Context: an optimization exercise on an open-source flow, tuned for small area, a short achievable clock period and few clock cycles per item. The choices shown serve that exercise and are no tape-out recipe. Where RTL was checked, it was by simulation tests only, not by an equivalence proof against the original. For runs 3 and 4, only the layout was checked, not whether the RTL still works.

[flow/design.v]
module subbytes_pipe #(
    parameter int NUM_BYTES = 16,
    parameter int LANE_W    = 8
) (
    input  logic                   clk_i,
    input  logic                   rst_ni,
    input  logic                   in_valid_i,
    output logic                   in_ready_o,
    input  logic [8*NUM_BYTES-1:0] in_data_i,
    input  logic                   inv_i,
    output logic                   out_valid_o,
    input  logic                   out_ready_i,
    output logic [8*NUM_BYTES-1:0] out_data_o,
    output logic                   busy_o
);
    if (LANE_W != 8) begin : g_bad_lane_w
        $error("subbytes_pipe: LANE_W must be 8");
    end
    if (NUM_BYTES < 1 || NUM_BYTES > 16) begin : g_bad_num_bytes
        $error("subbytes_pipe: NUM_BYTES must be in 1..16");
    end
    localparam int NB = NUM_BYTES;
    logic            adv;         
    logic            acc;         
    logic            inc;         
    logic            o_free;      
    logic            sp_valid;    
    logic [8*NB-1:0] sp_data;
    logic [8*NB-1:0] res;         
    logic            sp_valid_d;
    logic            o_valid_d;
    logic            v1;
    logic            inv1;
    logic [8*NB-1:0] b1_d, b1_q;
    logic            v2;
    logic            inv2;
    logic [12*NB-1:0] b2_d, b2_q;
    logic            busy_q;
    logic            stall_q;     
    assign in_ready_o = !stall_q;
    assign acc        = in_valid_i && adv;
    assign inc        = adv && v2;
    assign o_free     = !out_valid_o || out_ready_i;
    assign busy_o     = busy_q;
    for (genvar k = 0; k < NB; k++) begin : g_lane
        sb_x_td u_x_td (.a(b1_q[8*k +: 8]), .inv(inv1), .b(b2_d[12*k +: 12]));
        sb_td_y u_td_y (.a(b2_q[12*k +: 12]), .inv(inv2), .b(res[8*k +: 8]));
    end
    assign b1_d = in_data_i;
    assign o_valid_d  = o_free ? (sp_valid || inc) : 1'b1;
    assign sp_valid_d = o_free ? (sp_valid && inc) : (sp_valid || inc);
    always_ff @(posedge clk_i or negedge rst_ni) begin
        if (!rst_ni) begin
            adv         <= 1'b1;
            stall_q     <= 1'b0;
            busy_q      <= 1'b0;
            sp_valid    <= 1'b0;
            out_valid_o <= 1'b0;
            v1          <= 1'b0;
            v2          <= 1'b0;
        end else begin
            adv         <= !sp_valid_d;
            stall_q     <= sp_valid_d;
            sp_valid    <= sp_valid_d;
            out_valid_o <= o_valid_d;
            busy_q      <= o_valid_d || sp_valid_d || (adv ? (acc || v1) : (v1 || v2));
            if (adv) begin
                v1 <= acc;
                v2 <= v1;
            end
        end
    end
    always_ff @(posedge clk_i) begin
        if (adv) begin
            b1_q <= b1_d;
            inv1 <= inv_i;
            b2_q <= b2_d;
            inv2 <= inv1;
        end
        if (!sp_valid) sp_data <= res;
        if (o_free) out_data_o <= sp_valid ? sp_data : res;
    end
endmodule
module gf16_inv (
    input  logic [3:0] d,
    output logic [3:0] e
);
    logic w00;
    logic w01;
    logic w02;
    logic w03;
    logic w04;
    logic w05;
    logic w06;
    logic w07;
    logic w08;
    logic w09;
    logic w10;
    logic w11;
    logic w12;
    logic w13;
    logic w14;
    logic w15;
    g_inv u0 (.a(d[0]), .y(w15));
    g_inv u1 (.a(d[2]), .y(w00));
    g_inv u2 (.a(d[3]), .y(w01));
    g_nand2 u3 (.a(w00), .b(w01), .y(w02));
    g_nand2 u4 (.a(w02), .b(d[1]), .y(w03));
    g_nand2 u5 (.a(w15), .b(d[2]), .y(w04));
    g_nor2 u6 (.a(w01), .b(w04), .y(w05));
    g_o22ai u7 (.a1(w15), .a2(d[2]), .b1(w03), .b2(w05), .y(e[2]));
    g_inv u8 (.a(d[1]), .y(w06));
    g_nand2 u9 (.a(w06), .b(d[0]), .y(w07));
    g_nand2 u10 (.a(w15), .b(d[1]), .y(w08));
    g_nand3 u11 (.a(w07), .b(w08), .c(w00), .y(w09));
    g_nand2 u12 (.a(w09), .b(d[3]), .y(w10));
    g_nand2 u13 (.a(w10), .b(w02), .y(w11));
    g_nand2 u14 (.a(d[1]), .b(d[2]), .y(w12));
    g_nand2 u15 (.a(w11), .b(w12), .y(e[1]));
    g_nand2 u16 (.a(w10), .b(w04), .y(e[0]));
    g_nand2 u17 (.a(w01), .b(d[1]), .y(w13));
    g_nand2 u18 (.a(w12), .b(w15), .y(w14));
    g_xnor2 u19 (.a(w13), .b(w14), .y(e[3]));
endmodule
module sb_x_td (
    input  logic [7:0]  a,
    input  logic        inv,
    output logic [11:0] b
);
    logic n0;
    g_xor2 u1 (.a(a[0]), .b(a[6]), .y(n0));
    logic n1;
    g_xnor2 u3 (.a(a[5]), .b(n0), .y(n1));
    logic n2;
    g_xor2 u5 (.a(a[1]), .b(a[3]), .y(n2));
    logic n3;
    g_xnor2 u7 (.a(a[4]), .b(a[7]), .y(n3));
    logic n4;
    g_xor2 u9 (.a(a[1]), .b(n1), .y(n4));
    logic n5;
    g_xor2 u11 (.a(a[2]), .b(a[7]), .y(n5));
    logic n6;
    g_xor2 u13 (.a(n0), .b(n2), .y(n6));
    logic n7;
    g_xor2 u15 (.a(a[7]), .b(n1), .y(n7));
    logic n8;
    g_xor2 u17 (.a(a[4]), .b(n1), .y(n8));
    logic n9;
    g_xor2 u19 (.a(n4), .b(n5), .y(n9));
    logic n10;
    g_xnor2 u21 (.a(a[2]), .b(n6), .y(n10));
    logic n11;
    g_xor2 u23 (.a(a[0]), .b(n2), .y(n11));
    logic n12;
    g_xor2 u25 (.a(n3), .b(n11), .y(n12));
    logic n13;
    g_xor2 u27 (.a(a[4]), .b(a[6]), .y(n13));
    logic n14;
    g_xor2 u29 (.a(a[1]), .b(a[4]), .y(n14));
    logic n15;
    g_xor2 u31 (.a(n0), .b(n14), .y(n15));
    logic n16;
    g_xor2 u33 (.a(a[4]), .b(n4), .y(n16));
    logic n17;
    g_xor2 u35 (.a(a[0]), .b(a[3]), .y(n17));
    logic n18;
    g_xor2 u37 (.a(a[4]), .b(n17), .y(n18));
    logic n19;
    g_xor2 u39 (.a(a[5]), .b(n5), .y(n19));
    logic n20;
    g_xnor2 u41 (.a(a[6]), .b(n3), .y(n20));
    logic n21;
    g_mux2i u43 (.s(inv), .a0(n7), .a1(n6), .y(n21));
    logic n22;
    g_mux2i u45 (.s(inv), .a0(n4), .a1(n13), .y(n22));
    logic n23;
    g_mux2i u47 (.s(inv), .a0(n8), .a1(n15), .y(n23));
    logic n24;
    g_mux2i u49 (.s(inv), .a0(n9), .a1(n3), .y(n24));
    logic n25;
    g_mux2i u51 (.s(inv), .a0(n10), .a1(n16), .y(n25));
    logic n26;
    g_mux2i u53 (.s(inv), .a0(n1), .a1(n18), .y(n26));
    logic n27;
    logic n28;
    g_inv u56 (.a(a[0]), .y(n28));
    g_mux2i u57 (.s(inv), .a0(n28), .a1(n19), .y(n27));
    logic n29;
    g_mux2i u59 (.s(inv), .a0(n12), .a1(n20), .y(n29));
    logic n30;
    g_xor2 u61 (.a(n21), .b(n22), .y(n30));
    logic n31;
    g_xor2 u63 (.a(n23), .b(n24), .y(n31));
    logic n32;
    g_xor2 u65 (.a(n21), .b(n23), .y(n32));
    logic n33;
    g_xor2 u67 (.a(n22), .b(n24), .y(n33));
    logic n34;
    g_xor2 u69 (.a(n30), .b(n31), .y(n34));
    logic n35;
    g_xor2 u71 (.a(n27), .b(n29), .y(n35));
    logic n36;
    g_xor2 u73 (.a(n25), .b(n26), .y(n36));
    logic n37;
    g_xor2 u75 (.a(n25), .b(n27), .y(n37));
    logic n38;
    g_xor2 u77 (.a(n26), .b(n29), .y(n38));
    logic n39;
    g_xor2 u79 (.a(n35), .b(n36), .y(n39));
    logic n40;
    g_nand2 u81 (.a(n21), .b(n25), .y(n40));
    logic n41;
    g_nand2 u83 (.a(n22), .b(n26), .y(n41));
    logic n42;
    g_nand2 u85 (.a(n23), .b(n27), .y(n42));
    logic n43;
    g_nand2 u87 (.a(n24), .b(n29), .y(n43));
    logic n44;
    g_nand2 u89 (.a(n30), .b(n36), .y(n44));
    logic n45;
    g_nand2 u91 (.a(n31), .b(n35), .y(n45));
    logic n46;
    g_nand2 u93 (.a(n32), .b(n37), .y(n46));
    logic n47;
    g_nand2 u95 (.a(n33), .b(n38), .y(n47));
    logic n48;
    g_nand2 u97 (.a(n34), .b(n39), .y(n48));
    logic n49;
    g_xor2 u99 (.a(n21), .b(n25), .y(n49));
    logic n50;
    g_xnor2 u101 (.a(n46), .b(n49), .y(n50));
    logic n51;
    g_xor2 u103 (.a(n22), .b(n26), .y(n51));
    logic n52;
    g_xnor2 u105 (.a(n44), .b(n50), .y(n52));
    logic n53;
    g_xor2 u107 (.a(n40), .b(n47), .y(n53));
    logic n54;
    g_xor2 u109 (.a(n52), .b(n53), .y(n54));
    logic n55;
    g_xnor2 u111 (.a(n41), .b(n51), .y(n55));
    logic n56;
    g_xnor2 u113 (.a(n48), .b(n55), .y(n56));
    logic n57;
    g_xor2 u115 (.a(n52), .b(n56), .y(n57));
    logic n58;
    g_xnor2 u117 (.a(n29), .b(n42), .y(n58));
    logic n59;
    g_xor2 u119 (.a(n24), .b(n51), .y(n59));
    logic n60;
    g_xor2 u121 (.a(n58), .b(n59), .y(n60));
    logic n61;
    g_xor2 u123 (.a(n45), .b(n46), .y(n61));
    logic n62;
    g_xnor2 u125 (.a(n47), .b(n60), .y(n62));
    logic n63;
    g_xor2 u127 (.a(n61), .b(n62), .y(n63));
    logic n64;
    g_xor2 u129 (.a(n23), .b(n27), .y(n64));
    logic n65;
    g_xnor2 u131 (.a(n43), .b(n64), .y(n65));
    logic n66;
    g_xnor2 u133 (.a(n45), .b(n65), .y(n66));
    logic n67;
    g_xnor2 u135 (.a(n48), .b(n50), .y(n67));
    logic n68;
    g_xor2 u137 (.a(n66), .b(n67), .y(n68));
    assign b[0] = n21;
    assign b[1] = n22;
    assign b[2] = n23;
    assign b[3] = n24;
    assign b[4] = n25;
    assign b[5] = n26;
    assign b[6] = n27;
    assign b[7] = n29;
    assign b[8] = n54;
    assign b[9] = n57;
    assign b[10] = n63;
    assign b[11] = n68;
endmodule
module sb_td_y (
    input  logic [11:0] a,
    input  logic        inv,
    output logic [7:0]  b
);
    logic [3:0] e;
    gf16_inv u_einv (.d(a[11:8]), .e(e));
    logic n0;
    g_xor2 u1 (.a(a[0]), .b(a[1]), .y(n0));
    logic n1;
    g_xor2 u3 (.a(a[2]), .b(a[3]), .y(n1));
    logic n2;
    g_xor2 u5 (.a(a[0]), .b(a[2]), .y(n2));
    logic n3;
    g_xor2 u7 (.a(a[1]), .b(a[3]), .y(n3));
    logic n4;
    g_xor2 u9 (.a(n0), .b(n1), .y(n4));
    logic n5;
    g_xor2 u11 (.a(a[6]), .b(a[7]), .y(n5));
    logic n6;
    g_xor2 u13 (.a(a[4]), .b(a[5]), .y(n6));
    logic n7;
    g_xor2 u15 (.a(a[4]), .b(a[6]), .y(n7));
    logic n8;
    g_xor2 u17 (.a(a[5]), .b(a[7]), .y(n8));
    logic n9;
    g_xor2 u19 (.a(n5), .b(n6), .y(n9));
    logic n10;
    g_xor2 u21 (.a(e[0]), .b(e[1]), .y(n10));
    logic n11;
    g_xor2 u23 (.a(e[2]), .b(e[3]), .y(n11));
    logic n12;
    g_xor2 u25 (.a(e[0]), .b(e[2]), .y(n12));
    logic n13;
    g_xor2 u27 (.a(e[1]), .b(e[3]), .y(n13));
    logic n14;
    g_xor2 u29 (.a(n10), .b(n11), .y(n14));
    logic n15;
    g_nand2 u31 (.a(a[0]), .b(e[0]), .y(n15));
    logic n16;
    g_nand2 u33 (.a(a[1]), .b(e[1]), .y(n16));
    logic n17;
    g_nand2 u35 (.a(a[2]), .b(e[2]), .y(n17));
    logic n18;
    g_nand2 u37 (.a(a[3]), .b(e[3]), .y(n18));
    logic n19;
    g_nand2 u39 (.a(n0), .b(n10), .y(n19));
    logic n20;
    g_nand2 u41 (.a(n1), .b(n11), .y(n20));
    logic n21;
    g_nand2 u43 (.a(n2), .b(n12), .y(n21));
    logic n22;
    g_nand2 u45 (.a(n3), .b(n13), .y(n22));
    logic n23;
    g_nand2 u47 (.a(n4), .b(n14), .y(n23));
    logic n24;
    g_nand2 u49 (.a(a[4]), .b(e[0]), .y(n24));
    logic n25;
    g_nand2 u51 (.a(a[5]), .b(e[1]), .y(n25));
    logic n26;
    g_nand2 u53 (.a(a[6]), .b(e[2]), .y(n26));
    logic n27;
    g_nand2 u55 (.a(a[7]), .b(e[3]), .y(n27));
    logic n28;
    g_nand2 u57 (.a(n6), .b(n10), .y(n28));
    logic n29;
    g_nand2 u59 (.a(n5), .b(n11), .y(n29));
    logic n30;
    g_nand2 u61 (.a(n7), .b(n12), .y(n30));
    logic n31;
    g_nand2 u63 (.a(n8), .b(n13), .y(n31));
    logic n32;
    g_nand2 u65 (.a(n9), .b(n14), .y(n32));
    logic n33;
    g_xor2 u67 (.a(n28), .b(n30), .y(n33));
    logic n34;
    g_xor2 u69 (.a(n29), .b(n30), .y(n34));
    logic n35;
    g_xor2 u71 (.a(n19), .b(n21), .y(n35));
    logic n36;
    g_xor2 u73 (.a(n20), .b(n21), .y(n36));
    logic n37;
    g_xor2 u75 (.a(n24), .b(n31), .y(n37));
    logic n38;
    g_xor2 u77 (.a(n33), .b(n37), .y(n38));
    logic n39;
    g_xor2 u79 (.a(n25), .b(n32), .y(n39));
    logic n40;
    g_xor2 u81 (.a(n33), .b(n39), .y(n40));
    logic n41;
    g_xor2 u83 (.a(n26), .b(n31), .y(n41));
    logic n42;
    g_xor2 u85 (.a(n34), .b(n41), .y(n42));
    logic n43;
    g_xor2 u87 (.a(n27), .b(n32), .y(n43));
    logic n44;
    g_xor2 u89 (.a(n34), .b(n43), .y(n44));
    logic n45;
    g_xor2 u91 (.a(n15), .b(n22), .y(n45));
    logic n46;
    g_xor2 u93 (.a(n35), .b(n45), .y(n46));
    logic n47;
    g_xor2 u95 (.a(n16), .b(n23), .y(n47));
    logic n48;
    g_xor2 u97 (.a(n35), .b(n47), .y(n48));
    logic n49;
    g_xor2 u99 (.a(n17), .b(n22), .y(n49));
    logic n50;
    g_xnor2 u101 (.a(n36), .b(n49), .y(n50));
    logic n51;
    g_xor2 u103 (.a(n18), .b(n23), .y(n51));
    logic n52;
    g_xor2 u105 (.a(n36), .b(n51), .y(n52));
    logic n53;
    g_xnor2 u107 (.a(n40), .b(n52), .y(n53));
    logic n54;
    g_xnor2 u109 (.a(n38), .b(n48), .y(n54));
    logic n55;
    g_xnor2 u111 (.a(n42), .b(n53), .y(n55));
    logic n56;
    g_xor2 u113 (.a(n46), .b(n55), .y(n56));
    logic n57;
    g_xnor2 u115 (.a(n40), .b(n54), .y(n57));
    logic n58;
    g_xor2 u117 (.a(n50), .b(n56), .y(n58));
    logic n59;
    g_xnor2 u119 (.a(n42), .b(n54), .y(n59));
    logic n60;
    g_xor2 u121 (.a(n38), .b(n44), .y(n60));
    logic n61;
    g_xnor2 u123 (.a(n55), .b(n60), .y(n61));
    logic n62;
    g_xor2 u125 (.a(n44), .b(n53), .y(n62));
    logic n63;
    g_xor2 u127 (.a(n42), .b(n46), .y(n63));
    logic n64;
    g_xor2 u129 (.a(n44), .b(n52), .y(n64));
    logic n65;
    g_xnor2 u131 (.a(n40), .b(n48), .y(n65));
    logic n66;
    g_xnor2 u133 (.a(n44), .b(n57), .y(n66));
    logic n67;
    g_xor2 u135 (.a(n50), .b(n54), .y(n67));
    logic n68;
    g_xnor2 u137 (.a(n55), .b(n67), .y(n68));
    logic n69;
    g_xnor2 u139 (.a(n42), .b(n48), .y(n69));
    logic n70;
    g_xor2 u141 (.a(n44), .b(n58), .y(n70));
    logic n71;
    g_xor2 u143 (.a(n44), .b(n48), .y(n71));
    logic n72;
    g_xnor2 u145 (.a(n56), .b(n71), .y(n72));
    logic n73;
    g_mux2i u147 (.s(inv), .a0(n59), .a1(n50), .y(n73));
    logic n74;
    g_mux2i u149 (.s(inv), .a0(n57), .a1(n65), .y(n74));
    logic n75;
    g_mux2i u151 (.s(inv), .a0(n58), .a1(n66), .y(n75));
    logic n76;
    g_mux2i u153 (.s(inv), .a0(n61), .a1(n68), .y(n76));
    logic n77;
    g_mux2i u155 (.s(inv), .a0(n62), .a1(n69), .y(n77));
    logic n78;
    g_mux2i u157 (.s(inv), .a0(n63), .a1(n70), .y(n78));
    logic n79;
    g_mux2i u159 (.s(inv), .a0(n64), .a1(n72), .y(n79));
    logic n80;
    g_mux2i u161 (.s(inv), .a0(n53), .a1(n54), .y(n80));
    assign b[0] = n73;
    assign b[1] = n74;
    assign b[2] = n75;
    assign b[3] = n76;
    assign b[4] = n77;
    assign b[5] = n78;
    assign b[6] = n79;
    assign b[7] = n80;
endmodule
module g_xor2 (input logic a, input logic b, output logic y);
    assign y = a ^ b;
endmodule
module g_xnor2 (input logic a, input logic b, output logic y);
    assign y = ~(a ^ b);
endmodule
module g_nand2 (input logic a, input logic b, output logic y);
    assign y = ~(a & b);
endmodule
module g_nor2 (input logic a, input logic b, output logic y);
    assign y = ~(a | b);
endmodule
module g_mux2i (input logic s, input logic a0, input logic a1, output logic y);
    assign y = ~(s ? a1 : a0);
endmodule
module g_nand3 (input logic a, input logic b, input logic c, output logic y);
    assign y = ~(a & b & c);
endmodule
module g_o22ai (input logic a1, input logic a2, input logic b1, input logic b2, output logic y);
    assign y = ~((a1 | a2) & (b1 | b2));
endmodule
module g_inv (input logic a, output logic y);
    assign y = ~a;
endmodule
[flow/flow/run.sh]
#!/bin/bash
# Own layout flow: the standard flow (standard.sh) with two changes that
# only affect how the layout is built:
#  - port buffers use buf_4 instead of the default small delay-buffer cell
#  - repair_timing aims for extra setup slack (SETUP_SLACK_MARGIN), so gates on
#    the critical paths get sized up although the 13 ns clock is met anyway
# Each tool's output goes to standard.log (and ORFS's own per-step logs).
export BUFFER_PORTS_ARGS="-buffer_cell sky130_fd_sc_hd__buf_4"
bash standard.sh finish SETUP_SLACK_MARGIN=${MARGIN:-9} > standard.log 2>&1
[flow/standard.sh]
#!/bin/bash
# synth_recipe.tcl (not shown) runs the flow's synth.tcl, then flattens the netlist and writes it again
# the make line also repeats each setting of config.mk as NAME=value (left out here)
make -C /OpenROAD-flow-scripts/flow DESIGN_CONFIG=/design/flow/config.mk WORK_HOME=/design/flow/orfs CLKGATE_MAP_FILE= SYNTH_SCRIPT=/design/flow/synth_recipe.tcl "${@:-finish}"
[flow/config.mk]
export PLATFORM = sky130hd
export DESIGN_NAME = subbytes_pipe
export DESIGN_NICKNAME = subbytes_pipe
export VERILOG_FILES = /design/flow/design.v
export SDC_FILE = /design/flow/constraint.sdc
export NUM_CORES = 4
export LEC_CHECK = 0
export CAP_MARGIN = 20
export CORE_MARGIN = 2
export CORE_UTILIZATION = 45
export PLACE_DENSITY = 0.6
export SLEW_MARGIN = 20
export SYNTH_HIERARCHICAL = 1
export SYNTH_MINIMUM_KEEP_SIZE = 0
[flow/constraint.sdc]
create_clock -name core_clock -period 13.0 [get_ports {clk_i}]
set_input_delay 2.6000 -clock core_clock [delete_from_list [all_inputs] [get_ports {clk_i}]]
set_output_delay 2.6000 -clock core_clock [all_outputs]
set_load 0.01 [all_outputs]
==> results.sh, run 1 <==
export IMPL_maxCapViolations=0
export IMPL_finClkSkew_ns=0.0215
export IMPL_die_h_um=305
export IMPL_status="no timing/DRC/antenna violations"
export IMPL_fin_crit_sh_pct=30.3
export IMPL_synth_compound_area_share_pct=0.264
export IMPL_clkLatencyLatePin_ns=0.63
export IMPL_placed_cells=4895
export IMPL_initial_utilization_pct=45.3
export IMPL_cts_root_buf="clkbuf_16"
export IMPL_cp_top_family="flip-flops"
export IMPL_ys_types=22
export IMPL_maxSlewHeadroom_pct=32.0
export IMPL_yosys_warnings=7
export IMPL_drt_initial_drc_count=883
export IMPL_wirelength_um=73200
export IMPL_yosys_area_share_adder_pct=0.0523
export IMPL_grt_first_pass_wirelength_um=119000
export IMPL_die_area_mm2=0.0929
export IMPL_ys_top_cells_by_area="edfxtp_1, xor2_1, xnor2_1, dfxtp_1, mux2i_1"
export IMPL_crit_buf_inv=1
export IMPL_hold_buffers=0
export IMPL_synth_top_area_share_pct=33.2
export IMPL_clock_sinks=584
export IMPL_dpl_cell_area_mm2=0.0420
export IMPL_fin_cells=5077
export IMPL_fp_coreArea_mm2=0.0899
export IMPL_synth_xor_area_share_pct=36.8
export IMPL_hold_depth=1
export IMPL_gp_congestion=0.814
export IMPL_vias=23114
export IMPL_rsz0062_at_grt="yes"
export IMPL_antenna_found_initial=7
export IMPL_synth_area_mux_share_pct=9.89
export IMPL_numCtsBuffers=70
export IMPL_worstPathRequired_ns=10.40
export IMPL_nNetsFinal=3977
export IMPL_dr_pass1_iters=4
export IMPL_cpPeakStageDelay_ns=0.51
export IMPL_port_buffers=263
export IMPL_yosysMostFrequentCell="xor2_1"
export IMPL_drive_above_1_share_pct=19.0
export IMPL_die_w_um=305
export IMPL_htreeDepth=3
export IMPL_rows=110
export IMPL_dp_final_hpwl_um=53900
export IMPL_synthArstFlopShare_pct=1.03
export IMPL_synth_cells=3778
export IMPL_worstPathArrival_ns=1.34
export IMPL_ys_seq_area_share_pct=39.9
export IMPL_max_freq_ghz=0.254
export IMPL_hp_class="flop to flop"
export IMPL_ys_flop_type="edfxtp_1"
export IMPL_ant_nets=0
export IMPL_finalHoldViolCount=0
export IMPL_overflow=0
export IMPL_crit_path_start_kind="flop"
export IMPL_slew_violations=0
export IMPL_synth_top_family_by_area="XOR/XNOR gates"
export IMPL_ctsLongestPathBuffers=3
export IMPL_boundaryPins=264
export IMPL_ys_top_cells_by_count="xor2_1, nand2_1, edfxtp_1"
export IMPL_ys_ff_latch=584
export IMPL_setup_viol=0
export IMPL_cts_clk_slew_worst_paths_ns=0.06
export IMPL_timing_setup_tns_ns=0
export IMPL_slowest_stage="edfxtp_1"
export IMPL_reg2reg_depth=16
export IMPL_synth_enable_flop_cells=450
export IMPL_cp_cell_sequence="buf_4"
export IMPL_endpoint_kind="output port"
export IMPL_cts_tree="done"
export IMPL_yosys_area_top_type="edfxtp_1"
export IMPL_cp_num_cells=1
export IMPL_crit_type="flop to output port"
export IMPL_fin_crit_ns=3.94
export IMPL_finish_utilization_pct=50.9
export IMPL_synth_simple_area_share_pct=6.16
export IMPL_tightest_slew_ns=1.02
export IMPL_areaGrowthSynthToFinish_pct=12.4
export IMPL_syn_avg_cell_area_um2=10.8
export IMPL_routedWlPerCell_um=14.4
export IMPL_track_usage_pct=15.7
export IMPL_synth_nets=3911
export IMPL_drc=0
export IMPL_grt_pass1_vias=23067
export IMPL_cp_max_fo=1
export IMPL_syn_area_mm2=0.0407
export IMPL_viasPerCell=4.55
export IMPL_final_area_mm2=0.0458
export IMPL_grt_max_degree=130
==> per-module statistics from Yosys, one instance, submodules excluded, excerpt <==
module | cells | flops+latches | cell area [um2]
g_inv | 1 | 0 | 3.75
g_mux2i | 1 | 0 | 10.0
g_nand2 | 1 | 0 | 3.75
g_nand3 | 1 | 0 | 5.00
g_nor2 | 1 | 0 | 3.75
g_o22ai | 1 | 0 | 6.26
g_xnor2 | 1 | 0 | 8.76
g_xor2 | 1 | 0 | 8.76
sb_td_y | 8 | 0 | 60.1
sb_x_td | 12 | 0 | 90.1
subbytes_pipe | 738 | 584 | 17900
==> per-layer routing <==
layer | vias to the layer above | track usage (%) | wire [um]
met1 | 10679 | 20.2 | 33800
met5 | - | 0 | 73
met3 | 112 | 3.78 | 3180
met4 | 12 | 4.50 | 1820
li1 | 12025 | - | -
met2 | 286 | 26.1 | 34300
==> area by class of cell <==
cell class | instances | area [um2]
clock inverters | 42 | 422
inverters | 82 | 312
multi-input cells | 2778 | 22900
clock buffers | 86 | 1920
fillers | 8116 | 44100
well taps | 1176 | 1470
flip-flops and latches | 584 | 16200
repair buffers | 328 | 2500
diodes | 1 | 2.50
==> state kept, by name, summed over array words and instances, names as in the netlist <==
| name | count |
|---|---|
| adv | 1 |
| b1_q | 128 |
| b2_q | 192 |
| busy_q | 1 |
| inv1 | 1 |
| inv2 | 1 |
| out_data_o | 128 |
| out_valid_o | 1 |
| sp_data | 128 |
| sp_valid | 1 |
| v1 | 1 |
| v2 | 1 |
==> worst paths after layout <==
path / start / end / slack [ns]
setup / recovery: out_data_o[69] / out_data_o[69] / 9.06
hold / removal: sp_data[49] / sp_data[49] / 0.47
setup reg to reg: b2_q[177] / out_data_o[117] / 9.23
hold reg to reg: sp_data[49] / sp_data[49] / 0.47
max in group asynchronous: rst_ni / adv / 11.04
min in group asynchronous: rst_ni / busy_q / 1.76
==> kinds of logic after synthesis <==
group                    Yosys count
flip-flops                       584
XOR/XNOR                        1712
multiplexers                     386
adder cells (fa/ha/maj)            2
buffers and inverters            416
AND/OR/NAND/NOR                  661
AO/OA/AOI/OAI                     17
==> cell usage in the layout, fill, tap and decap left out, types with 76 or more instances in the layout <==
cell type / n
xor2_1: 1232
nand2_1: 624
edfxtp_1: 450
xnor2_1: 336
buf_4: 324
mux2i_1: 256
mux2_2: 130
dfxtp_1: 128
inv_1: 80
xnor2_2: 76
==> metrics by stage <==
stage | setup WS (ns) | hold WS (ns)
2_1_floorplan | 6.55 | 0.446
3_3_place_gp | 7.91 | 0.452
5_1_grt | 8.91 | 0.481
4_1_cts | 9.00 | 0.471
6_report | 9.06 | 0.469
3_5_place_dp | 7.87 | 0.456
==> timing repair <==
item / 4_1_cts / 5_1_grt
gates resized for setup: 39 / 98
endpoints found under the setup margin: 93 / 103
pin swaps: 0 / 37
buffers inserted: 4 / 49
Testbench counts, summed over its fixed seeds: cycles 6,012, items 6,000.
==> run 2: changes to the inputs <==
--- a/flow/flow/run.sh
+++ b/flow/flow/run.sh
@@ -5,5 +5,5 @@
 #  - repair_timing aims for extra setup slack (SETUP_SLACK_MARGIN), so gates on
 #    the critical paths get sized up although the 13 ns clock is met anyway
 # Each tool's output goes to standard.log (and ORFS's own per-step logs).
-export BUFFER_PORTS_ARGS="-buffer_cell sky130_fd_sc_hd__buf_4"
+export BUFFER_PORTS_ARGS="-buffer_cell sky130_fd_sc_hd__buf_2"
 bash standard.sh finish SETUP_SLACK_MARGIN=${MARGIN:-9} > standard.log 2>&1
==> run 2 against run 1 <==
  * Critical path depth increased by 1
  * Register-to-register slack about the same
  * Core utilization decreased by 0.52 points
  * Flip-flop and latch count unchanged
==> results.sh, run 2 <==
export IMPL_viasPerCell=4.56
export IMPL_drc=0
export IMPL_hold_buffers=0
export IMPL_finClkSkew_ns=0.0188
export IMPL_worstPathRequired_ns=10.40
export IMPL_largest_register="b2_q"
export IMPL_cpPeakStageDelay_ns=0.47
export IMPL_final_common_cell="xor2_1"
export IMPL_cp_max_fo=4
export IMPL_ys_ff_latch=584
export IMPL_slowest_stage="dfrtp_4"
export IMPL_clkLatencyLatePin_ns=0.64
export IMPL_synth_cells=3778
export IMPL_grt_max_degree=82
export IMPL_htreeDepth=3
export IMPL_syn_area_mm2=0.0407
export IMPL_synth_top_area_share_pct=33.2
export IMPL_final_cell_mix="xor2_1, nand2_1, edfxtp_1"
export IMPL_die_w_um=305
export IMPL_rsz0062_at_grt="yes"
export IMPL_yosys_area_top_type="edfxtp_1"
export IMPL_cts_root_buf="clkbuf_16"
export IMPL_endpoint_kind="output port"
export IMPL_die_area_mm2=0.0929
export IMPL_track_usage_pct=15.8
export IMPL_dp_final_hpwl_um=54400
export IMPL_drt_initial_drc_count=872
export IMPL_yosysMostFrequentCell="xor2_1"
export IMPL_fin_crit_sh_pct=30.2
export IMPL_wirelength_um=73600
export IMPL_antenna_found_initial=8
export IMPL_max_freq_ghz=0.255
export IMPL_maxCapViolations=0
export IMPL_routedWlPerCell_um=14.5
export IMPL_initial_utilization_pct=45.3
export IMPL_top_usage_layer="met2"
export IMPL_crit_path_start_kind="flop"
export IMPL_syn_avg_cell_area_um2=10.8
export IMPL_ys_flop_type="edfxtp_1"
export IMPL_synth_enable_flop_cells=450
export IMPL_nNetsFinal=3987
export IMPL_fin_crit_ns=3.93
export IMPL_met1_usage_pct=20.5
export IMPL_boundaryPins=264
export IMPL_grt_use_met2_pct=26.1
export IMPL_hold_worst_slack_ns=0.467
export IMPL_vias=23218
export IMPL_synth_nets=3911
export IMPL_yosys_warnings=7
export IMPL_tightest_slew_ns=1.00
export IMPL_worstPathArrival_ns=1.33
export IMPL_overflow=0
export IMPL_ant_nets=0
export IMPL_dr_pass1_iters=5
export IMPL_status="no timing/DRC/antenna violations"
export IMPL_finalHoldViolCount=0
export IMPL_grt_pass1_vias=23491
export IMPL_clock_sinks=584
export IMPL_met3_usage_pct=3.50
export IMPL_fp_coreArea_mm2=0.0899
export IMPL_cts_clk_slew_worst_paths_ns=0.06
export IMPL_ys_top_cells_by_count="xor2_1, nand2_1, edfxtp_1"
export IMPL_hp_class="flop to flop"
export IMPL_numCtsBuffers=70
export IMPL_crit_type="flop to output port"
export IMPL_ys_top_cells_by_area="edfxtp_1, xor2_1, xnor2_1, dfxtp_1, mux2i_1"
export IMPL_slew_violations=0
export IMPL_rows=110
export IMPL_cp_cell_sequence="inv_2 -> buf_2"
export IMPL_ys_seq_area_share_pct=39.9
export IMPL_areaGrowthSynthToFinish_pct=11.3
export IMPL_ctsLongestPathBuffers=3
export IMPL_timing_setup_tns_ns=0
export IMPL_synthArstFlopShare_pct=1.03
export IMPL_grt_first_pass_wirelength_um=119000
export IMPL_largest_reg_flops=192
export IMPL_die_h_um=305
export IMPL_ys_types=22
export IMPL_setup_viol=0
export IMPL_cts_tree="done"
export IMPL_port_buffers=263
export IMPL_maxSlewHeadroom_pct=33.3
export IMPL_gp_congestion=0.827
export IMPL_drive_above_1_share_pct=18.8
## run 2: cell types whose count changed in the layout (fill, tap and decap cells not counted), sizes merged
| cell | previous run | this run |
|---|---|---|
| clkinv | 21 | 15 |
| clkinvlp | 8 | 4 |
| inv | 90 | 86 |
| clkbuf | 86 | 95 |
| bufinv | 5 | 11 |
| buf | 328 | 338 |
## run 2: area by class of cell
type	instances	area [um2]
Antenna cell	1	2.50
Inverter	82	312
Tap cell	1176	1470
Clock inverter	34	472
Fill cell	8118	44600
Multi-Input combinational cell	2778	22900
Clock buffer	95	1960
Sequential cell	584	16200
Timing Repair Buffer	338	1910
## run 2: logic make-up (layout without fill, tap and decap cells)
group,count (synthesis),after routing,synth area share [%]
xor+xnor,1712,1712,36.8
flops,584,584,39.9
buf+inv,416,549,6.91
other cells,0,1,0
compound gates,17,17,0.264
fa+ha+maj,2,2,0.0523
mux,386,386,9.89
simple gates,661,661,6.16
## run 2: what timing repair did
item / 4_1_cts / 5_1_grt
gates cloned: 0 / 0
resized for setup: 47 / 94
setup buffers: 12 / 49
pin swaps: 0 / 35
endpoints found under the hold margin: 0 / 0
endpoints found under the setup margin: 120 / 106
## run 2: per-module statistics from Yosys (local to each module, per instance), a selection
module,cells,area [um2]
g_xnor2,1,8.76
g_nand3,1,5.00
sb_x_td,12,90.1
subbytes_pipe,738,17900
g_o22ai,1,6.26
sb_td_y,8,60.1
g_mux2i,1,10.0
g_inv,1,3.75
## run 2: layer usage
| layer | up-vias | share of wire [%] | wire length, um |
|---|---|---|---|
| li1 | 12063 | - | - |
| met1 | 10720 | 46 | 34000 |
| met2 | 313 | 47 | 34400 |
| met3 | 118 | 4.6 | 3390 |
| met4 | 4 | 2.6 | 1890 |
| met5 | - | 0.042 | 31 |
## run 2: through the flow
step | cell area (um2) | utilization (%) | setup slack, ns | instances
floorplan | 41000 | - | 6.55 | 3778
global placement | 41300 | 46.0 | 7.86 | 4897
detailed placement | 41300 | 46.0 | 7.81 | 4897
CTS | 44200 | 49.2 | 9.00 | 5038
global route | 45300 | 50.4 | 8.87 | 5087
finish | 45300 | 50.4 | 9.07 | 5088
## run 2: worst paths after layout
kind,startpoint,endpoint,slack (ns),cells past startpoint
max,sp_valid,in_ready_o,9.07,2
max reg2reg,b2_q[165],out_data_o[109],9.22,15
min reg2reg,sp_data[105],sp_data[105],0.47,1
max in group asynchronous,rst_ni,adv,11.00,1
min,sp_data[105],sp_data[105],0.47,1
min in group asynchronous,rst_ni,busy_q,1.78,1
## run 2: critical path: cells and delay by family (launching register included)
kind                   cells  cell delay (ns)
buffers and inverters      2             0.21
flip-flops                 1             0.47
==> run 3: changes to the inputs <==
--- a/flow/design.v
+++ b/flow/design.v
@@ -43,10 +43,10 @@
     assign o_free     = !out_valid_o || out_ready_i;
     assign busy_o     = busy_q;
     for (genvar k = 0; k < NB; k++) begin : g_lane
-        sb_x_td u_x_td (.a(b1_q[8*k +: 8]), .inv(inv1), .b(b2_d[12*k +: 12]));
-        sb_td_y u_td_y (.a(b2_q[12*k +: 12]), .inv(inv2), .b(res[8*k +: 8]));
+        sb_x_t u_x_t (.a(in_data_i[8*k +: 8]), .inv(inv_i), .b(b1_d[8*k +: 8]));
+        sb_t_te u_t_te (.a(b1_q[8*k +: 8]), .inv(inv1), .b(b2_d[12*k +: 12]));
+        sb_te_y u_te_y (.a(b2_q[12*k +: 12]), .inv(inv2), .b(res[8*k +: 8]));
     end
-    assign b1_d = in_data_i;
     assign o_valid_d  = o_free ? (sp_valid || inc) : 1'b1;
     assign sp_valid_d = o_free ? (sp_valid && inc) : (sp_valid || inc);
     always_ff @(posedge clk_i or negedge rst_ni) begin
@@ -122,10 +122,10 @@
     g_nand2 u18 (.a(w12), .b(w15), .y(w14));
     g_xnor2 u19 (.a(w13), .b(w14), .y(e[3]));
 endmodule
-module sb_x_td (
-    input  logic [7:0]  a,
-    input  logic        inv,
-    output logic [11:0] b
+module sb_x_t (
+    input  logic [7:0] a,
+    input  logic       inv,
+    output logic [7:0] b
 );
     logic n0;
     g_xor2 u1 (.a(a[0]), .b(a[6]), .y(n0));
@@ -187,104 +187,118 @@
     g_mux2i u57 (.s(inv), .a0(n28), .a1(n19), .y(n27));
     logic n29;
     g_mux2i u59 (.s(inv), .a0(n12), .a1(n20), .y(n29));
+    assign b[0] = n21;
+    assign b[1] = n22;
+    assign b[2] = n23;
+    assign b[3] = n24;
+    assign b[4] = n25;
+    assign b[5] = n26;
+    assign b[6] = n27;
+    assign b[7] = n29;
+endmodule
+module sb_t_te (
+    input  logic [7:0]  a,
+    input  logic        inv,
+    output logic [11:0] b
+);
+    logic [3:0] d;
+    logic n0;
+    g_xor2 u1 (.a(a[0]), .b(a[1]), .y(n0));
+    logic n1;
+    g_xor2 u3 (.a(a[2]), .b(a[3]), .y(n1));
+    logic n2;
+    g_xor2 u5 (.a(a[0]), .b(a[2]), .y(n2));
+    logic n3;
+    g_xor2 u7 (.a(a[1]), .b(a[3]), .y(n3));
+    logic n4;
+    g_xor2 u9 (.a(n0), .b(n1), .y(n4));
+    logic n5;
+    g_xor2 u11 (.a(a[6]), .b(a[7]), .y(n5));
+    logic n6;
+    g_xor2 u13 (.a(a[4]), .b(a[5]), .y(n6));
+    logic n7;
+    g_xor2 u15 (.a(a[4]), .b(a[6]), .y(n7));
+    logic n8;
+    g_xor2 u17 (.a(a[5]), .b(a[7]), .y(n8));
+    logic n9;
+    g_xor2 u19 (.a(n5), .b(n6), .y(n9));
+    logic n10;
+    g_nand2 u21 (.a(a[0]), .b(a[4]), .y(n10));
+    logic n11;
+    g_nand2 u23 (.a(a[1]), .b(a[5]), .y(n11));
+    logic n12;
+    g_nand2 u25 (.a(a[2]), .b(a[6]), .y(n12));
+    logic n13;
+    g_nand2 u27 (.a(a[3]), .b(a[7]), .y(n13));
+    logic n14;
+    g_nand2 u29 (.a(n0), .b(n6), .y(n14));
+    logic n15;
+    g_nand2 u31 (.a(n1), .b(n5), .y(n15));
+    logic n16;
+    g_nand2 u33 (.a(n2), .b(n7), .y(n16));
+    logic n17;
+    g_nand2 u35 (.a(n3), .b(n8), .y(n17));
+    logic n18;
+    g_nand2 u37 (.a(n4), .b(n9), .y(n18));
+    logic n19;
+    g_xor2 u39 (.a(a[0]), .b(a[4]), .y(n19));
+    logic n20;
+    g_xnor2 u41 (.a(n16), .b(n19), .y(n20));
+    logic n21;
+    g_xor2 u43 (.a(a[1]), .b(a[5]), .y(n21));
+    logic n22;
+    g_xnor2 u45 (.a(n14), .b(n20), .y(n22));
+    logic n23;
+    g_xor2 u47 (.a(n10), .b(n17), .y(n23));
+    logic n24;
+    g_xor2 u49 (.a(n22), .b(n23), .y(n24));
+    logic n25;
+    g_xnor2 u51 (.a(n11), .b(n21), .y(n25));
+    logic n26;
+    g_xnor2 u53 (.a(n18), .b(n25), .y(n26));
+    logic n27;
+    g_xor2 u55 (.a(n22), .b(n26), .y(n27));
+    logic n28;
+    g_xnor2 u57 (.a(a[7]), .b(n12), .y(n28));
+    logic n29;
+    g_xor2 u59 (.a(a[3]), .b(n21), .y(n29));
     logic n30;
-    g_xor2 u61 (.a(n21), .b(n22), .y(n30));
+    g_xor2 u61 (.a(n28), .b(n29), .y(n30));
     logic n31;
-    g_xor2 u63 (.a(n23), .b(n24), .y(n31));
+    g_xor2 u63 (.a(n15), .b(n16), .y(n31));
     logic n32;
-    g_xor2 u65 (.a(n21), .b(n23), .y(n32));
+    g_xnor2 u65 (.a(n17), .b(n30), .y(n32));
     logic n33;
-    g_xor2 u67 (.a(n22), .b(n24), .y(n33));
+    g_xor2 u67 (.a(n31), .b(n32), .y(n33));
     logic n34;
-    g_xor2 u69 (.a(n30), .b(n31), .y(n34));
+    g_xor2 u69 (.a(a[2]), .b(a[6]), .y(n34));
     logic n35;
-    g_xor2 u71 (.a(n27), .b(n29), .y(n35));
+    g_xnor2 u71 (.a(n13), .b(n34), .y(n35));
     logic n36;
-    g_xor2 u73 (.a(n25), .b(n26), .y(n36));
+    g_xnor2 u73 (.a(n15), .b(n35), .y(n36));
     logic n37;
-    g_xor2 u75 (.a(n25), .b(n27), .y(n37));
+    g_xnor2 u75 (.a(n18), .b(n20), .y(n37));
     logic n38;
-    g_xor2 u77 (.a(n26), .b(n29), .y(n38));
-    logic n39;
-    g_xor2 u79 (.a(n35), .b(n36), .y(n39));
-    logic n40;
-    g_nand2 u81 (.a(n21), .b(n25), .y(n40));
-    logic n41;
-    g_nand2 u83 (.a(n22), .b(n26), .y(n41));
-    logic n42;
-    g_nand2 u85 (.a(n23), .b(n27), .y(n42));
-    logic n43;
-    g_nand2 u87 (.a(n24), .b(n29), .y(n43));
-    logic n44;
-    g_nand2 u89 (.a(n30), .b(n36), .y(n44));
-    logic n45;
-    g_nand2 u91 (.a(n31), .b(n35), .y(n45));
-    logic n46;
-    g_nand2 u93 (.a(n32), .b(n37), .y(n46));
-    logic n47;
-    g_nand2 u95 (.a(n33), .b(n38), .y(n47));
-    logic n48;
-    g_nand2 u97 (.a(n34), .b(n39), .y(n48));
-    logic n49;
-    g_xor2 u99 (.a(n21), .b(n25), .y(n49));
-    logic n50;
-    g_xnor2 u101 (.a(n46), .b(n49), .y(n50));
-    logic n51;
-    g_xor2 u103 (.a(n22), .b(n26), .y(n51));
-    logic n52;
-    g_xnor2 u105 (.a(n44), .b(n50), .y(n52));
-    logic n53;
-    g_xor2 u107 (.a(n40), .b(n47), .y(n53));
-    logic n54;
-    g_xor2 u109 (.a(n52), .b(n53), .y(n54));
-    logic n55;
-    g_xnor2 u111 (.a(n41), .b(n51), .y(n55));
-    logic n56;
-    g_xnor2 u113 (.a(n48), .b(n55), .y(n56));
-    logic n57;
-    g_xor2 u115 (.a(n52), .b(n56), .y(n57));
-    logic n58;
-    g_xnor2 u117 (.a(n29), .b(n42), .y(n58));
-    logic n59;
-    g_xor2 u119 (.a(n24), .b(n51), .y(n59));
-    logic n60;
-    g_xor2 u121 (.a(n58), .b(n59), .y(n60));
-    logic n61;
-    g_xor2 u123 (.a(n45), .b(n46), .y(n61));
-    logic n62;
-    g_xnor2 u125 (.a(n47), .b(n60), .y(n62));
-    logic n63;
-    g_xor2 u127 (.a(n61), .b(n62), .y(n63));
-    logic n64;
-    g_xor2 u129 (.a(n23), .b(n27), .y(n64));
-    logic n65;
-    g_xnor2 u131 (.a(n43), .b(n64), .y(n65));
-    logic n66;
-    g_xnor2 u133 (.a(n45), .b(n65), .y(n66));
-    logic n67;
-    g_xnor2 u135 (.a(n48), .b(n50), .y(n67));
-    logic n68;
-    g_xor2 u137 (.a(n66), .b(n67), .y(n68));
-    assign b[0] = n21;
-    assign b[1] = n22;
-    assign b[2] = n23;
-    assign b[3] = n24;
-    assign b[4] = n25;
-    assign b[5] = n26;
-    assign b[6] = n27;
-    assign b[7] = n29;
-    assign b[8] = n54;
-    assign b[9] = n57;
-    assign b[10] = n63;
-    assign b[11] = n68;
+    g_xor2 u77 (.a(n36), .b(n37), .y(n38));
+    assign b[0] = a[0];
+    assign b[1] = a[1];
+    assign b[2] = a[2];
+    assign b[3] = a[3];
+    assign b[4] = a[4];
+    assign b[5] = a[5];
+    assign b[6] = a[6];
+    assign b[7] = a[7];
+    assign d[0] = n24;
+    assign d[1] = n27;
+    assign d[2] = n33;
+    assign d[3] = n38;
+    gf16_inv u_einv (.d(d), .e(b[11:8]));
 endmodule
-module sb_td_y (
+module sb_te_y (
     input  logic [11:0] a,
     input  logic        inv,
     output logic [7:0]  b
 );
-    logic [3:0] e;
-    gf16_inv u_einv (.d(a[11:8]), .e(e));
     logic n0;
     g_xor2 u1 (.a(a[0]), .b(a[1]), .y(n0));
     logic n1;
@@ -306,23 +320,23 @@
     logic n9;
     g_xor2 u19 (.a(n5), .b(n6), .y(n9));
     logic n10;
-    g_xor2 u21 (.a(e[0]), .b(e[1]), .y(n10));
+    g_xor2 u21 (.a(a[8]), .b(a[9]), .y(n10));
     logic n11;
-    g_xor2 u23 (.a(e[2]), .b(e[3]), .y(n11));
+    g_xor2 u23 (.a(a[10]), .b(a[11]), .y(n11));
     logic n12;
-    g_xor2 u25 (.a(e[0]), .b(e[2]), .y(n12));
+    g_xor2 u25 (.a(a[8]), .b(a[10]), .y(n12));
     logic n13;
-    g_xor2 u27 (.a(e[1]), .b(e[3]), .y(n13));
+    g_xor2 u27 (.a(a[9]), .b(a[11]), .y(n13));
     logic n14;
     g_xor2 u29 (.a(n10), .b(n11), .y(n14));
     logic n15;
-    g_nand2 u31 (.a(a[0]), .b(e[0]), .y(n15));
+    g_nand2 u31 (.a(a[0]), .b(a[8]), .y(n15));
     logic n16;
-    g_nand2 u33 (.a(a[1]), .b(e[1]), .y(n16));
+    g_nand2 u33 (.a(a[1]), .b(a[9]), .y(n16));
     logic n17;
-    g_nand2 u35 (.a(a[2]), .b(e[2]), .y(n17));
+    g_nand2 u35 (.a(a[2]), .b(a[10]), .y(n17));
     logic n18;
-    g_nand2 u37 (.a(a[3]), .b(e[3]), .y(n18));
+    g_nand2 u37 (.a(a[3]), .b(a[11]), .y(n18));
     logic n19;
     g_nand2 u39 (.a(n0), .b(n10), .y(n19));
     logic n20;
@@ -334,13 +348,13 @@
     logic n23;
     g_nand2 u47 (.a(n4), .b(n14), .y(n23));
     logic n24;
-    g_nand2 u49 (.a(a[4]), .b(e[0]), .y(n24));
+    g_nand2 u49 (.a(a[4]), .b(a[8]), .y(n24));
     logic n25;
-    g_nand2 u51 (.a(a[5]), .b(e[1]), .y(n25));
+    g_nand2 u51 (.a(a[5]), .b(a[9]), .y(n25));
     logic n26;
-    g_nand2 u53 (.a(a[6]), .b(e[2]), .y(n26));
+    g_nand2 u53 (.a(a[6]), .b(a[10]), .y(n26));
     logic n27;
-    g_nand2 u55 (.a(a[7]), .b(e[3]), .y(n27));
+    g_nand2 u55 (.a(a[7]), .b(a[11]), .y(n27));
     logic n28;
     g_nand2 u57 (.a(n6), .b(n10), .y(n28));
     logic n29;
==> run 3 against run 2 <==
  * Still clean on timing, DRC and antenna
  * Non-clock buffer count is 57 lower
  * Fmax is 0.90% higher
  * Register-to-register slack better by 0.13 ns
  * Critical path depth stayed put
  * Critical endpoint unchanged
==> results.sh, run 3 <==
export IMPL_grt_pass1_vias=23575
export IMPL_yosysMostFrequentCell="xor2_1"
export IMPL_ys_seq_area_share_pct=39.4
export IMPL_clock_sinks=584
export IMPL_ctsLongestPathBuffers=3
export IMPL_largest_reg_flops=192
export IMPL_cts_tree="done"
export IMPL_rrSetupSlack_ns=9.35
export IMPL_rsz0062_at_grt="no"
export IMPL_ys_ff_latch=584
export IMPL_die_h_um=307
export IMPL_synth_enable_flop_cells=450
export IMPL_syn_avg_cell_area_um2=10.7
export IMPL_nNetsFinal=3932
export IMPL_grt_max_degree=80
export IMPL_areaGrowthSynthToFinish_pct=6.50
export IMPL_endpoint_kind="output port"
export IMPL_max_freq_ghz=0.257
export IMPL_critPathLaunch="sp_valid"
export IMPL_port_buffers=263
export IMPL_cp_max_fo=4
export IMPL_viasPerCell=4.56
export IMPL_fin_crit_sh_pct=29.9
export IMPL_ys_top_cells_by_count="xor2_1, nand2_1, edfxtp_1"
export IMPL_crit_path_start_kind="flop"
export IMPL_worstPathRequired_ns=10.40
export IMPL_cts_clk_slew_worst_paths_ns=0.05
export IMPL_reg2reg_depth=12
export IMPL_overflow=0
export IMPL_initial_utilization_pct=45.6
export IMPL_ys_top_cells_by_area="edfxtp_1, xor2_1, xnor2_1, buf_4, dfxtp_1"
export IMPL_finalHoldViolCount=0
export IMPL_fp_coreArea_mm2=0.0903
export IMPL_largest_register="b2_q"
export IMPL_timing_rr_start="b2_q[9]"
export IMPL_dp_final_hpwl_um=54100
export IMPL_worstPathArrival_ns=1.29
export IMPL_routedWlPerCell_um=14.2
export IMPL_yosys_area_top_type="edfxtp_1"
export IMPL_final_common_cell="xor2_1"
export IMPL_drive_above_1_share_pct=14.8
export IMPL_slew_violations=0
export IMPL_drc=0
export IMPL_wirelength_um=71600
export IMPL_track_usage_pct=15.3
export IMPL_hp_class="flop to flop"
export IMPL_ys_flop_type="edfxtp_1"
export IMPL_fin_crit_ns=3.89
export IMPL_drt_initial_drc_count=930
export IMPL_regToRegEndpoint="out_data_o[5]"
export IMPL_grt_first_pass_wirelength_um=118000
export IMPL_slowest_stage="dfrtp_4"
export IMPL_syn_area_mm2=0.0412
export IMPL_cp_cell_sequence="inv_2 -> buf_2"
export IMPL_antenna_found_initial=3
export IMPL_status="no timing/DRC/antenna violations"
export IMPL_hold_buffers=0
export IMPL_synthArstFlopShare_pct=1.03
export IMPL_die_area_mm2=0.0939
export IMPL_ys_types=22
export IMPL_gp_congestion=0.827
export IMPL_die_w_um=307
export IMPL_synth_nets=3975
export IMPL_cpPeakStageDelay_ns=0.48
export IMPL_htreeDepth=3
export IMPL_ant_nets=0
export IMPL_timing_setup_tns_ns=0
export IMPL_yosys_warnings=7
export IMPL_numCtsBuffers=71
export IMPL_rows=110
export IMPL_setup_viol=0
export IMPL_synth_top_area_share_pct=32.8
export IMPL_clkLatencyLatePin_ns=0.61
export IMPL_boundaryPins=264
export IMPL_final_cell_mix="xor2_1, nand2_1, edfxtp_1"
export IMPL_crit_type="flop to output port"
export IMPL_synth_cells=3842
export IMPL_setup_worst_path_end="in_ready_o"
export IMPL_finClkSkew_ns=0.0260
export IMPL_maxSlewHeadroom_pct=34.0
export IMPL_cts_root_buf="clkbuf_16"
export IMPL_maxCapViolations=0
export IMPL_vias=22969
export IMPL_tightest_slew_ns=0.990
export IMPL_dr_pass1_iters=5
## run 3: modules after synthesis, one instance, submodules excluded, excerpt
module,copies in the design,cell area [um2]
sb_x_t,16,60.1
g_mux2i,256,10.0
sb_t_te,16,60.1
g_xnor2,416,8.76
g_xor2,1296,8.76
g_nand3,16,5.00
sb_te_y,16,60.1
## run 3: logic make-up after synthesis
family | share of synthesized area (%)
buf+inv | 8.00
simple gates | 6.09
flops | 39.4
compound gates | 0.261
mux | 9.78
fa+ha+maj | 0.0517
xor+xnor | 36.4
## run 3: how the worst min path moves through the flow
stage | start | to | slack, ns | depth (start not counted)
2_1_floorplan | inv1 | inv2 | 0.40 | 0
3_3_place_gp | inv1 | inv2 | 0.41 | 0
3_5_place_dp | inv1 | inv2 | 0.41 | 0
4_1_cts | inv1 | inv2 | 0.42 | 0
5_1_grt | inv1 | inv2 | 0.42 | 0
6_report | inv1 | inv2 | 0.42 | 0
## run 3: stage by stage
step / instances / util [%] / hold WS, ns / area, um2 / worst slack [ns]
after floorplan: 3842 / - / 0.400 / 41400 / 7.83
after global placement: 4895 / 45.8 / 0.407 / 41300 / 7.71
after detailed placement: 4895 / 45.8 / 0.407 / 41300 / 7.71
after CTS: 5030 / 48.5 / 0.422 / 43800 / 9.02
after global routing: 5034 / 48.6 / 0.424 / 43900 / 9.00
final: 5034 / 48.6 / 0.422 / 43900 / 9.11
## run 3: area by class of cell
class / instances / area (um2)
diodes: 1 / 2.50
clock buffers: 90 / 1960
repair buffers: 281 / 1500
flip-flops and latches: 584 / 16200
inverters: 82 / 312
multi-input cells: 2778 / 21900
repair inverters: 1 / 5.00
fillers: 8303 / 46400
clock inverters: 41 / 427
well taps: 1176 / 1470
## run 3: critical path, delay by kind of cell, from the launching register on
family	cells	cell delay, ns
DFF	1	0.48
buffers and inverters	2	0.23
## run 3: what timing repair did
action | 4_1_cts | 5_1_grt
buffers inserted | 3 | 3
gates cloned | 1 | 0
pin swaps | 0 | 0
endpoints found under the setup margin | 76 | 60
gates resized for setup | 3 | 6
## run 3: per-layer routing
metal	up-vias	wire length (um)	global-route usage, %
met1	10611	32700	19.3
met4	0	1470	4.74
met3	87	2450	2.45
li1	11978	-	-
met2	293	35000	26.6
met5	-	0	0
==> run 4: changes to the inputs <==
--- a/flow/design.v
+++ b/flow/design.v
@@ -36,9 +36,10 @@
     logic            inv2;
     logic [12*NB-1:0] b2_d, b2_q;
     logic            busy_q;
-    logic            stall_q;     
-    assign in_ready_o = !stall_q;
-    assign acc        = in_valid_i && adv;
+    logic            rdy_q;       
+    assign adv        = !sp_valid;
+    assign in_ready_o = rdy_q;
+    assign acc        = in_valid_i && rdy_q;
     assign inc        = adv && v2;
     assign o_free     = !out_valid_o || out_ready_i;
     assign busy_o     = busy_q;
@@ -51,16 +52,14 @@
     assign sp_valid_d = o_free ? (sp_valid && inc) : (sp_valid || inc);
     always_ff @(posedge clk_i or negedge rst_ni) begin
         if (!rst_ni) begin
-            adv         <= 1'b1;
-            stall_q     <= 1'b0;
+            rdy_q       <= 1'b1;
             busy_q      <= 1'b0;
             sp_valid    <= 1'b0;
             out_valid_o <= 1'b0;
             v1          <= 1'b0;
             v2          <= 1'b0;
         end else begin
-            adv         <= !sp_valid_d;
-            stall_q     <= sp_valid_d;
+            rdy_q       <= !sp_valid_d;
             sp_valid    <= sp_valid_d;
             out_valid_o <= o_valid_d;
             busy_q      <= o_valid_d || sp_valid_d || (adv ? (acc || v1) : (v1 || v2));
==> run 4 against run 3 <==
  * Die area is 0.61% higher
  * Count of clock-buffer cells in the layout is 8 higher
  * Hold slack worse by 0.0049 ns
  * Still clean on timing, DRC and antenna
  * Sequential share of layout area is 0.17 points lower
  * Flip-flop and latch count stayed put
  * Non-clock buffer count is 3 lower
  * Final area is 0.43% higher
  * Clock skew is 0.0098 ns lower
  * Highest routed layer unchanged
  * First-iteration DRC count is 11% higher
  * Synthesized cell count stayed put
  * Critical path depth is 1 lower
  * Largest cell class unchanged
==> results.sh, run 4 <==
export IMPL_status="no timing/DRC/antenna violations"
export IMPL_setup_viol=0
export IMPL_ctsLongestPathBuffers=3
export IMPL_ant_nets=0
export IMPL_timing_setup_tns_ns=0
export IMPL_fp_coreArea_mm2=0.0914
export IMPL_yosysMostFrequentCell="xor2_1"
export IMPL_final_common_cell="xor2_1"
export IMPL_nNetsFinal=3924
export IMPL_hold_start="inv1"
export IMPL_worstPathArrival_ns=1.30
export IMPL_boundaryPins=264
export IMPL_rrSetupSlack_ns=9.30
export IMPL_grt_max_degree=81
export IMPL_final_cell_mix="xor2_1, nand2_1, edfxtp_1"
export IMPL_endpoint_kind="output port"
export IMPL_syn_area_mm2=0.0414
export IMPL_htreeDepth=3
export IMPL_slowest_stage="edfxtp_1"
export IMPL_yosys_warnings=7
export IMPL_maxSlewHeadroom_pct=38.1
export IMPL_die_area_mm2=0.0945
export IMPL_cp_max_fo=1
export IMPL_synth_cells=3842
export IMPL_rows=111
export IMPL_syn_avg_cell_area_um2=10.8
export IMPL_gp_congestion=0.801
export IMPL_drive_above_1_share_pct=14.4
export IMPL_grt_first_pass_wirelength_um=116000
export IMPL_cts_clk_slew_worst_paths_ns=0.06
export IMPL_worstPathRequired_ns=10.40
export IMPL_dr_pass1_iters=4
export IMPL_ys_ff_latch=584
export IMPL_drc=0
export IMPL_die_h_um=307
export IMPL_wirelength_um=70400
export IMPL_routedWlPerCell_um=14.0
export IMPL_areaGrowthSynthToFinish_pct=6.30
export IMPL_rsz0062_at_grt="no"
export IMPL_hp_class="flop to flop"
export IMPL_cts_root_buf="clkbuf_16"
export IMPL_cp_top_family="flip-flops"
export IMPL_synth_enable_flop_cells=450
export IMPL_slew_violations=0
export IMPL_ys_flop_type="edfxtp_1"
export IMPL_clkLatencyLatePin_ns=0.62
export IMPL_crit_path_start_kind="flop"
export IMPL_ys_seq_area_share_pct=39.2
export IMPL_hold_buffers=0
export IMPL_die_w_um=307
export IMPL_initial_utilization_pct=45.3
export IMPL_dp_final_hpwl_um=53400
export IMPL_finClkSkew_ns=0.0162
export IMPL_largest_reg_flops=192
export IMPL_crit_type="flop to output port"
export IMPL_synth_top_area_share_pct=32.6
export IMPL_port_buffers=263
export IMPL_yosys_area_top_type="edfxtp_1"
export IMPL_multi_input_area_mm2=0.0222
export IMPL_max_freq_ghz=0.257
export IMPL_viasPerCell=4.52
export IMPL_fin_crit_ns=3.90
export IMPL_overflow=0
export IMPL_track_usage_pct=15.0
export IMPL_timing_rr_start="b2_q[83]"
export IMPL_vias=22759
export IMPL_grt_pass1_vias=22960
export IMPL_finish_utilization_pct=48.2
export IMPL_maxCapViolations=0
export IMPL_synth_nets=3975
export IMPL_crit_buf_inv=1
export IMPL_ys_types=21
export IMPL_clock_sinks=584
export IMPL_largest_register="b2_q"
export IMPL_ys_top_cells_by_count="xor2_1, nand2_1, edfxtp_1"
export IMPL_nFillCells=8451
export IMPL_fin_crit_sh_pct=30.0
export IMPL_synthArstFlopShare_pct=1.03
export IMPL_cts_tree="done"
export IMPL_reg2reg_depth=12
export IMPL_hold_depth=0
export IMPL_seqCellArea_mm2=0.0162
export IMPL_ys_top_cells_by_area="edfxtp_1, xor2_1, xnor2_1, buf_4, dfxtp_1"
export IMPL_drt_initial_drc_count=1035
export IMPL_antenna_found_initial=5
export IMPL_numCtsBuffers=68
export IMPL_tightest_slew_ns=0.928
export IMPL_hold_end="inv2"
export IMPL_cp_cell_sequence="buf_2"
export IMPL_regToRegEndpoint="out_data_o[53]"
export IMPL_cpPeakStageDelay_ns=0.49
export IMPL_finalHoldViolCount=0
==> run 4: changes by cell type after synthesis, moves of 2 or more <==
cell     change
buf_4       -11
nand2_1      +2
nor2_1       +2
mux2_4      +67
mux2_2      -68
buf_2        +4
nand3_1      -2
buf_6        +8
==> run 4: logic make-up after synthesis <==
kind of cell	share of synthesized area, %
xor gates and xnor gates	36.2
and+or+nand+nor	6.09
DFF	39.2
buffers and inverters	8.01
muxes	10.3
AOI/OAI and AO/OA	0.254
==> run 4: final cells by class <==
| class | instances | area share (%) |
|---|---|---|
| timing repair buffer | 278 | 3.27 |
| sequential | 584 | 36.9 |
| multi-input combinational | 2778 | 50.3 |
| antenna | 2 | 0.0114 |
| clock buffer | 98 | 4.71 |
| inverter | 81 | 0.699 |
| tap | 1186 | 3.37 |
| clock inverter | 25 | 0.758 |
==> run 4: per-stage QoR <==
step	hold WS [ns]	instance area (um2)	cells	worst slack (ns)
after global routing	0.434	44000	5031	9.01
after global placement	0.401	41600	4907	8.31
after detailed placement	0.406	41600	4907	8.28
after CTS	0.420	44000	5030	9.02
final	0.417	44000	5032	9.10
after floorplan	0.400	41700	3842	7.08
==> run 4: how the worst max path moves through the flow <==
stage	startpoint	end	depth (start not counted)
4_1_cts	out_data_o[64]	out_data_o[64]	1
3_5_place_dp	inv_i	b1_q[33]	3
2_1_floorplan	sp_valid	b1_q[0]	4
5_1_grt	b2_q[83]	out_data_o[53]	12
6_report	out_data_o[60]	out_data_o[60]	1
3_3_place_gp	inv_i	b1_q[23]	3
==> run 4: timing repair <==
| action | CTS | global route |
|---|---|---|
| gates resized for setup | 1 | 4 |
| buffers inserted | 0 | 0 |
| endpoints found under the setup margin | 20 | 4 |
| pin swaps | 0 | 0 |
| cloned | 0 | 0 |
| endpoints found under the hold margin | 0 | 0 |
==> run 4: Yosys stat by module (local to each module, per instance), excerpt <==
module	flip-flops and latches	copies in the design	area, um2
g_inv	0	80	3.75
g_mux2i	0	256	10.0
g_nand2	0	624	3.75
g_nand3	0	16	5.00
g_o22ai	0	16	6.26
sb_t_te	0	16	60.1
sb_x_t	0	16	60.1
subbytes_pipe	584	1	18100
==> run 4: metal layers <==
metal	track usage, %	routed length [um]	up-vias
met3	2.35	2280	76
met1	19.6	33000	10453
met4	4.76	1430	0
met2	25.5	33800	270
li1	-	-	11960
met5	0	0	-

[what the ideal ports hide]
No port has a modelled driver above. Below, the same layouts with a new extraction and two added sets of constraints.
Step 1 (the two cells are an assumption about what drives the block):
set clk [get_ports {clk_i}]
set_driving_cell -lib_cell sky130_fd_sc_hd__clkbuf_16 $clk
set_driving_cell -lib_cell sky130_fd_sc_hd__buf_2 [delete_from_list [all_inputs] $clk]
Step 2, shift: input delay + t, output delay - t, t = (earliest + latest rising clock arrival at the registers) / 2. This alone moves slack from input paths to output paths.
Three values: no drivers, after step 1, after step 2; two values: the first two.
run	t, ns	setup slack, ns	worst hold slack (ns)	worst data-port slew with drivers (ns)
run 1	0.689	9.059 / 8.994 / 8.497	0.469 / 0.469 / 0.469	0.13
run 2	0.700	9.074 / 9.008 / 8.508	0.467 / 0.467 / 0.467	0.13
run 3	0.659	9.110 / 9.048 / 8.560	0.422 / 0.422 / 0.422	0.13
run 4	0.671	9.104 / 9.044 / 8.479	0.417 / 0.417 / 0.417	0.06
After both steps setup and hold are still met in every run listed. The setup slack of run 4, which loses most, moves by -0.060 ns with the drivers and by -0.625 ns with both steps.
